This is an optimization exercise on Yosys and OpenROAD, whose aim is small area, not a production implementation.
Function was checked by simulation only, so behaviour that the tests miss may differ from the original.
Power figures rest on the tool's default switching activity, not on a simulated workload.

Setup of north:
Design virtualConsole, start of the top module:
module virtualConsole
(
    input  wire        clk,
    input  wire        reset,
    input  wire        uartRx,
    input  wire        readReq,
    input  wire  [2:0] readRow,
    input  wire  [3:0] readCol,
    input  wire  [2:0] readLine,
    output logic       readAck,
    output logic [7:0] glyphBits
);
For scale: roughly 1,300 cells after synthesis.
clock: 5.0 ns
lec_check: 0
cap_margin: 20
core_margin: 2
core_utilization: 70
place_density: 0.8
slew_margin: 20
standard.sh (not shown) runs the stock make flow with config.mk's settings and CLKGATE_MAP_FILE= SYNTH_SCRIPT=/design/flow/synth_recipe.tcl, a recipe that flattens the netlist after the stock synthesis.
==> flow/flow/run.sh <==
#!/bin/bash
# Own layout flow: the standard ORFS flow (standard.sh), with
#  - the standard synthesis script, except that ABC maps the combinational
#    logic with an area-oriented script (flow/area.abc); registers are mapped
#    before ABC runs, so they keep the standard synthesis's names and cells
#  - no adder pre-mapping (ADDER_MAP_FILE empty), so ABC maps counters too
#  - port buffers of the smallest buffer cell
#  - clock tree options from flow/cts_args.txt
# Each tool's full output stays in orfs/logs/ and in the *.log files here.
set -euo pipefail
here=$(pwd)
# synthesis script: synth_recipe.tcl, sourcing a copy of ORFS's synth.tcl whose
# ABC call runs flow/area.abc instead of the speed script
sed 's|log_cmd abc {\*}\$abc_args|log_cmd abc -script $::env(AREA_ABC_SCRIPT) {*}[lrange $abc_args 2 end]|' \
  "$FLOW_HOME/scripts/synth.tcl" > "$here/synth_area.tcl"
grep -q 'AREA_ABC_SCRIPT' "$here/synth_area.tcl"
sed "s|source \$::env(SCRIPTS_DIR)/synth.tcl|source $here/synth_area.tcl|" \
  "$here/synth_recipe.tcl" > "$here/own_synth.tcl"
grep -q "synth_area.tcl" "$here/own_synth.tcl"
export AREA_ABC_SCRIPT="$here/flow/area.abc"
bash standard.sh \
  SYNTH_SCRIPT="$here/own_synth.tcl" \
  ADDER_MAP_FILE= \
  BUFFER_PORTS_ARGS="-buffer_cell sky130_fd_sc_hd__buf_1" \
  CTS_ARGS="$(cat "$here/flow/cts_args.txt")" \
  finish > "$here/standard.log" 2>&1
==> flow/flow/area.abc <==
strash
ifraig
scorr
dc2
strash
&get -n
&dch -f
&nf -R 1000 -F 10 -A 10
&put
topo
==> flow/flow/cts_args.txt <==
-sink_clustering_enable -repair_clock_nets -sink_clustering_size 22 -sink_clustering_max_diameter 40 -buf_list sky130_fd_sc_hd__clkbuf_8 -dont_use_dummy_load
north: full flow OK, the timing, DRC and antenna checks passed
Modified inputs, south compared to north
--- a/flow/flow/run.sh
+++ b/flow/flow/run.sh
@@ -6 +5,0 @@
-#  - no adder pre-mapping (ADDER_MAP_FILE empty), so ABC maps counters too
@@ -23 +21,0 @@
-  ADDER_MAP_FILE= \
==> flow/flow/area.abc <==
strash
ifraig
scorr
dc2
strash
dch -f
map -a
strash
dch -f
map -a
topo
==> flow/flow/cts_args.txt <==
-sink_clustering_enable -repair_clock_nets -sink_clustering_size 20 -sink_clustering_max_diameter 60 -buf_list sky130_fd_sc_hd__clkbuf_8 -dont_use_dummy_load
==> comparison <==
Looking at the reports, south completed the entire flow and the layout it produced met the timing, DRC and antenna checks. Total power of south falls short of that of north slightly. Max relative area of clock buffers and inverters in the final design across north and south: north. Between north and south, the flow reports area of the die increasing slightly. Via count of the first global-routing pass in south is 1.9% higher than in north. Diff north -> south | wire length after detailed routing | down slightly. south has more setup slack than north. south does worse than north on cell area.
Input changes introduced in east (baseline for comparison: south):
--- a/flow/flow/run.sh
+++ b/flow/flow/run.sh
@@ -5,0 +6 @@
+#  - no adder pre-mapping (ADDER_MAP_FILE empty), so ABC maps counters too
@@ -21,0 +23 @@
+  ADDER_MAP_FILE= \
==> flow/flow/area.abc <==
strash
ifraig
scorr
dc2
strash
&get -n
&dch -f
&nf -R 1000 -F 10 -A 10
&put
topo
==> results.txt <==
Across both runs, total met3 wirelength after detailed routing was higher for east than for south.
Taking south as the reference, in east non-clock buffer count went down; number of iterations in the first detailed-routing pass up 3; total clock network power grew by about 2%; total power consumption of the routed design about even.
Having completed the whole flow, east delivered a layout that passed the timing, DRC and antenna checks.
For west, these inputs were changed with respect to east:
==> flow/flow/cts_args.txt <==
-sink_clustering_enable -repair_clock_nets -sink_clustering_size 12 -sink_clustering_max_diameter 40 -buf_list {sky130_fd_sc_hd__clkbuf_4 sky130_fd_sc_hd__clkbuf_8} -sink_clustering_buffer sky130_fd_sc_hd__clkbuf_4 -dont_use_dummy_load
## What came out
- Every run in the comparison, east and west, completed the flow with a clean layout.
- Across both runs, count of clock-buffer cells in the layout was higher for west than for east.
- Re global-route wire length before repair: west is about 2% down on east.
- As of west, CTS buffer count had risen by more than half compared to east.
- Compared to east, west has pin count of the biggest net entering global routing 1 lower.
- Delta (west minus east): post-route cell area about even; cell-internal power fell 0.45%; detail-routed net length per standard cell down about 5%; total power decreased by about 0.5% relative to the old numbers; initial antenna violation count went up 1.

[static timing again, ports no longer ideal]
The results above use ideal ports. As a check the final layouts listed here were re-extracted and re-timed, cells and wires unchanged.
Step 1: set_driving_cell puts a clkbuf_16 on clk and a buf_2 on each other input, an assumption about the parent block.
Step 2 also shifts input and output timing later by t, the mid clock arrival at the registers, as if the neighbouring blocks saw the same clock.
Three values: no drivers, after step 1, after step 2; two values: the first two.
run | t (ns) | slack for setup (ns) | worst hold slack (ns) | slew at the worst register clock pin (ns) | worst slew at a driven data input, ns
north | 0.629 | 1.550 / 1.550 / 1.210 | 0.257 / 0.257 / 0.257 | 0.12 / 0.12 | 0.04
south | 0.619 | 1.696 / 1.716 / 1.097 | 0.308 / 0.308 / 0.308 | 0.11 / 0.11 | 0.04
east | 0.641 | 1.633 / 1.633 / 1.247 | 0.308 / 0.308 / 0.308 | 0.12 / 0.12 | 0.05
west | 0.608 | 1.629 / 1.629 / 1.145 | 0.253 / 0.253 / 0.253 | 0.12 / 0.12 | 0.04
After both steps every run listed still meets setup and hold. For south, which loses most, drivers alone change the setup slack by +0.020 ns; drivers and shift together by -0.599 ns.
